From an optimization exercise on the open Yosys and OpenROAD flow, aimed at small area and a short achievable clock period; shortcuts taken in it are not production practice. Only simulation tests tie the RTL to the original design; equivalence was not proved.

## alpha
## output_buffer_bank
module output_buffer_bank #(
   parameter int BANK_WIDTH = 32,
   parameter int DATA_W     = 32,
   parameter int ADDR_W     = 16,
   parameter int N_CH       = 8
) (
   input  logic                         clk_i,
   input  logic                         rst_sync_i,
   input  logic                         start_i,
   input  logic                         abort_i,
   input  logic [31:0]                  cfg_out_w_i,
   input  logic [31:0]                  cfg_out_h_i,
   input  logic [ADDR_W-1:0]            cfg_base_addr_i,
   input  logic [2:0]                   output_ch_sel_i,
   input  logic [BANK_WIDTH-1:0]        push_i,
   input  logic [BANK_WIDTH*DATA_W-1:0] data_in_i,
   output logic                         ob_ready_o,
   output logic [N_CH-1:0]              sram_wr_en_o,
   output logic [ADDR_W-1:0]            sram_wr_addr_o,
   output logic [DATA_W-1:0]            sram_wr_data_o,
   output logic                         frame_done_o,
   output logic                         error_o
);
==> module output_buffer_bank, before the edit <==
module output_buffer_bank #(
   parameter int BANK_WIDTH = 32,
   parameter int DATA_W     = 32,
   parameter int ADDR_W     = 16,
   parameter int N_CH       = 8
) (
   input  logic                         clk_i,
   input  logic                         rst_sync_i,
   input  logic                         start_i,
   input  logic                         abort_i,
   input  logic [31:0]                  cfg_out_w_i,
   input  logic [31:0]                  cfg_out_h_i,
   input  logic [ADDR_W-1:0]            cfg_base_addr_i,
   input  logic [2:0]                   output_ch_sel_i,
   input  logic [BANK_WIDTH-1:0]        push_i,
   input  logic [BANK_WIDTH*DATA_W-1:0] data_in_i,
   output logic                         ob_ready_o,
   output logic [N_CH-1:0]              sram_wr_en_o,
   output logic [ADDR_W-1:0]            sram_wr_addr_o,
   output logic [DATA_W-1:0]            sram_wr_data_o,
   output logic                         frame_done_o,
   output logic                         error_o
);
   localparam int BW    = BANK_WIDTH;
   localparam int COL_W = (BANK_WIDTH > 1) ? $clog2(BANK_WIDTH) : 1;
   logic                  idle_q, coll_q, drain_q, done_q;
   logic                  idle_d, coll_d, drain_d, done_d;
   logic [COL_W-1:0]      wm1_q;           
   logic [31:0]           rem_q;           
   logic                  lastrow_q;       
   logic [2:0]            ch_q;
   logic [ADDR_W-1:0]     addr_q;
   logic [BW-1:0]         v_q, v_d;        
   logic                  full_q, full_d;  
   logic [BW-1:0][DATA_W-1:0]   fill_q;
   logic [BW-2:0][DATA_W-1:0]   drn_q;
   logic                  sh_q, nsh_q;     
   logic [COL_W-1:0]      cnt_q;           
   logic                  is1_q;           
   logic                  colpar_q;        
   logic                  z0_q, z1_q;      
   logic                  rlast_q, rlast_d;  
   logic                  ready_q, rdy_o_q, ready_d;
   logic                  err_q, err_d;
   logic [N_CH-1:0]       wr_en_q;
   logic [ADDR_W-1:0]     wr_addr_q;
   logic [DATA_W-1:0]     wr_data_q;
   logic [BW-1:0]         mask, veff, st, bad;
   logic                  cfg_legal, collecting, clr, copy, nxt, issue, wr, bfull, par, nxt_d;
   logic                  lastw, aa;
   always_comb begin
      for (int i = 0; i < BW; i++) mask[i] = (COL_W'(i) <= wm1_q);
   end
   assign cfg_legal  = !(|cfg_out_w_i[31:6]) &&
                       (cfg_out_w_i[5] ? !(|cfg_out_w_i[4:0]) : (|cfg_out_w_i[4:0])) &&
                       (|cfg_out_h_i);
   assign collecting = coll_q | drain_q;
   assign clr   = coll_q & full_q;
   assign copy  = full_q & (coll_q | (rlast_q & !lastrow_q));
   assign nxt   = drain_q & !rlast_q;      
   assign issue = copy | nxt;
   assign wr    = issue & !abort_i;
   assign par   = !colpar_q;               
   assign lastw = copy ? z0_q : is1_q;     
   assign veff  = clr ? '0 : v_q;
   assign st    = {BW{ready_q}} & push_i & mask & ~veff;
   assign bad   = collecting ? (mask & ({BW{!ready_q}} | veff)) : '1;
   assign bfull = ready_q & ((mask & ~veff & ~push_i) == '0);
   always_comb begin
      idle_d  = abort_i | done_q | (idle_q & !(start_i & cfg_legal));
      coll_d  = !abort_i & ((idle_q & start_i & cfg_legal) | (coll_q & !full_q) |
                            (rlast_q & !lastrow_q & !full_q));
      drain_d = wr;
      done_d  = !abort_i & rlast_q & lastrow_q;
      rlast_d = wr & lastw;
      nxt_d   = issue & !lastw;
      if (abort_i || !collecting) begin
         v_d    = '0;
         full_d = 1'b0;
      end else begin
         v_d    = (copy ? '0 : v_q) | st;
         full_d = (full_q & !copy) | bfull;
      end
      aa      = (idle_q & start_i & cfg_legal) | (coll_q & !full_q) | (rlast_q & !lastrow_q & !full_q);
      ready_d = !abort_i & (aa | (issue & !(full_q & !copy) & !bfull));
      err_d = err_q | (!abort_i & ((idle_q & start_i & !cfg_legal) | ((push_i & bad) != '0)));
   end
   always_ff @(posedge clk_i) begin
      if (rst_sync_i) begin
         idle_q    <= 1'b1;
         coll_q    <= 1'b0;
         drain_q   <= 1'b0;
         done_q    <= 1'b0;
         full_q    <= 1'b0;
         rlast_q   <= 1'b0;
         ready_q   <= 1'b0;
         rdy_o_q   <= 1'b0;
         err_q     <= 1'b0;
         wr_en_q   <= '0;
         wr_addr_q <= '0;
         wr_data_q <= '0;
      end else begin
         idle_q    <= idle_d;
         coll_q    <= coll_d;
         drain_q   <= drain_d;
         done_q    <= done_d;
         full_q    <= full_d;
         rlast_q   <= rlast_d;
         ready_q   <= ready_d;
         rdy_o_q   <= !(idle_d | done_d | (drain_d & full_d));
         err_q     <= err_d;
         wr_en_q   <= wr ? (N_CH'(1) << ch_q) : '0;
         wr_addr_q <= wr ? addr_q : '0;
         wr_data_q <= copy & !abort_i ? fill_q[0] :
                      (nxt & !abort_i ? (drn_q[0] ^ {DATA_W{par}}) : '0);
      end
   end
   always_ff @(posedge clk_i) begin
      v_q   <= v_d;
      sh_q  <= nxt_d;
      nsh_q <= !nxt_d;
      if (idle_q) begin
         wm1_q     <= COL_W'(cfg_out_w_i[COL_W-1:0] - 1'b1);
         z0_q      <= (cfg_out_w_i[COL_W-1:0] == COL_W'(1));
         z1_q      <= (cfg_out_w_i[COL_W-1:0] == COL_W'(2));
         rem_q     <= cfg_out_h_i;
         lastrow_q <= (cfg_out_h_i == 32'd1);
         ch_q      <= output_ch_sel_i;
         addr_q    <= cfg_base_addr_i;
      end else begin
         if (rlast_q) begin
            rem_q     <= rem_q - 32'd1;
            lastrow_q <= (rem_q == 32'd2);
         end
         if (issue) addr_q <= addr_q + ADDR_W'(1);
      end
      if (copy) begin
         cnt_q    <= wm1_q;
         is1_q    <= z1_q;
         colpar_q <= 1'b0;
      end else if (nxt) begin
         cnt_q    <= cnt_q - COL_W'(1);
         is1_q    <= (cnt_q == COL_W'(2));
         colpar_q <= !colpar_q;
      end
   end
   always_ff @(posedge clk_i) begin
      for (int i = 0; i < BW; i++)
         if (!v_q[i] || copy) fill_q[i] <= data_in_i[i*DATA_W +: DATA_W];
      for (int k = 0; k < BW-2; k++)
         drn_q[k] <= ~((drn_q[k+1] | {DATA_W{nsh_q}}) & (fill_q[k+1] | {DATA_W{sh_q}}));
      drn_q[BW-2] <= ~fill_q[BW-1];
   end
   assign ob_ready_o     = rdy_o_q;
   assign sram_wr_en_o   = wr_en_q;
   assign sram_wr_addr_o = wr_addr_q;
   assign sram_wr_data_o = wr_data_q;
   assign frame_done_o   = done_q;
   assign error_o        = err_q;
endmodule
clock: 10.0 ns
lec_check: 0
cap_margin: 20
core_margin: 2
core_utilization: 60
slew_margin: 20
buffer_ports_args: -buffer_cell sky130_fd_sc_hd__buf_1
cts_args: -sink_clustering_enable -repair_clock_nets -dont_use_dummy_load -root_buf sky130_fd_sc_hd__clkbuf_16 -buf_list {sky130_fd_sc_hd__clkbuf_8} -sink_clustering_size 20 -sink_clustering_max_diameter 45
setup_slack_margin: 6.8
standard.sh (not shown) runs the stock make flow with config.mk's settings and CLKGATE_MAP_FILE= SYNTH_SCRIPT=/design/flow/synth_recipe.tcl, a recipe that flattens the netlist after the stock synthesis.
==> flow/flow/run.sh <==
#!/bin/bash
# Own layout flow: the standard ORFS flow (standard.sh, unchanged synthesis)
# with single-strength port buffers, a lighter clock tree (no dummy loads) and
# a setup margin for the timing repair. ORFS writes each step's log under
# orfs/logs; make's own output goes to standard.log here.
set -euo pipefail
cat >> config.mk <<'EOC'
export BUFFER_PORTS_ARGS = -buffer_cell sky130_fd_sc_hd__buf_1
export CTS_ARGS = -sink_clustering_enable -repair_clock_nets -dont_use_dummy_load -root_buf sky130_fd_sc_hd__clkbuf_16 -buf_list {sky130_fd_sc_hd__clkbuf_8} -sink_clustering_size 20 -sink_clustering_max_diameter 45
export SETUP_SLACK_MARGIN = 6.8
EOC
bash standard.sh > standard.log 2>&1
What delta does differently from alpha at the input level:
--- a/flow/design.v
+++ b/flow/design.v
@@ -34,7 +34,7 @@
    logic                  full_q, full_d;  
    logic [BW-1:0][DATA_W-1:0]   fill_q;
    logic [BW-2:0][DATA_W-1:0]   drn_q;
-   logic                  sh_q, nsh_q;     
+   logic [BW-2:0]         sh_q, nsh_q;     
    logic [COL_W-1:0]      cnt_q;           
    logic                  is1_q;           
    logic                  colpar_q;        
@@ -117,8 +117,8 @@
    end
    always_ff @(posedge clk_i) begin
       v_q   <= v_d;
-      sh_q  <= nxt_d;
-      nsh_q <= !nxt_d;
+      sh_q  <= {(BW-1){nxt_d}} & mask[BW-1:1];
+      nsh_q <= ~({(BW-1){nxt_d}} & mask[BW-1:1]);
       if (idle_q) begin
          wm1_q     <= COL_W'(cfg_out_w_i[COL_W-1:0] - 1'b1);
          z0_q      <= (cfg_out_w_i[COL_W-1:0] == COL_W'(1));
@@ -148,7 +148,7 @@
       for (int i = 0; i < BW; i++)
          if (!v_q[i] || copy) fill_q[i] <= data_in_i[i*DATA_W +: DATA_W];
       for (int k = 0; k < BW-2; k++)
-         drn_q[k] <= ~((drn_q[k+1] | {DATA_W{nsh_q}}) & (fill_q[k+1] | {DATA_W{sh_q}}));
+         drn_q[k] <= ~((drn_q[k+1] | {DATA_W{nsh_q[k]}}) & (fill_q[k+1] | {DATA_W{sh_q[k]}}));
       drn_q[BW-2] <= ~fill_q[BW-1];
    end
    assign ob_ready_o     = rdy_o_q;
==> summary.txt <==
Sequential share of cell area in delta is 0.19 points lower than in alpha. For clock transition at the registers of the reported paths, delta and alpha come out practically identical. Between delta and alpha, the area of the placeable core is lower for alpha. Comparing delta and alpha, the higher routed wire length is on delta. | portion of netlist area occupied by mux cells | alpha vs delta | ≈ equal |. Layout overhead on the synthesized area: delta vs alpha — no meaningful difference. Met3 usage in delta vs alpha: down 1.7 points.

-- port drivers added, routing unchanged --
The results above use ideal ports. As a check the final layouts listed here were re-extracted and re-timed, cells and wires unchanged. Step 1 (the two cells are an assumption about what drives the block):
set clk [get_ports {clk_i}]
set_driving_cell -lib_cell sky130_fd_sc_hd__clkbuf_16 $clk
set_driving_cell -lib_cell sky130_fd_sc_hd__buf_2 [delete_from_list [all_inputs] $clk]
Step 2 moves the port delays by t, midway between the first and last clock arrival at a register: inputs arrive t later, outputs are due t later. That takes back most of the time a late clock gives input paths. Three values: ideal, step 1, step 2; two values: the first two.
run	t (ns)	setup WS [ns]	worst setup path after step 2	latest minus earliest clock arrival (ns)
alpha	0.792	6.623 / 6.549 / 5.894	input to register	0.125 / 0.125
delta	0.782	6.711 / 6.635 / 6.017	input to register	0.156 / 0.156
After both steps setup and hold are still met in every run listed. The setup slack of alpha, which loses most, moves by -0.074 ns with the drivers and by -0.729 ns with both steps.
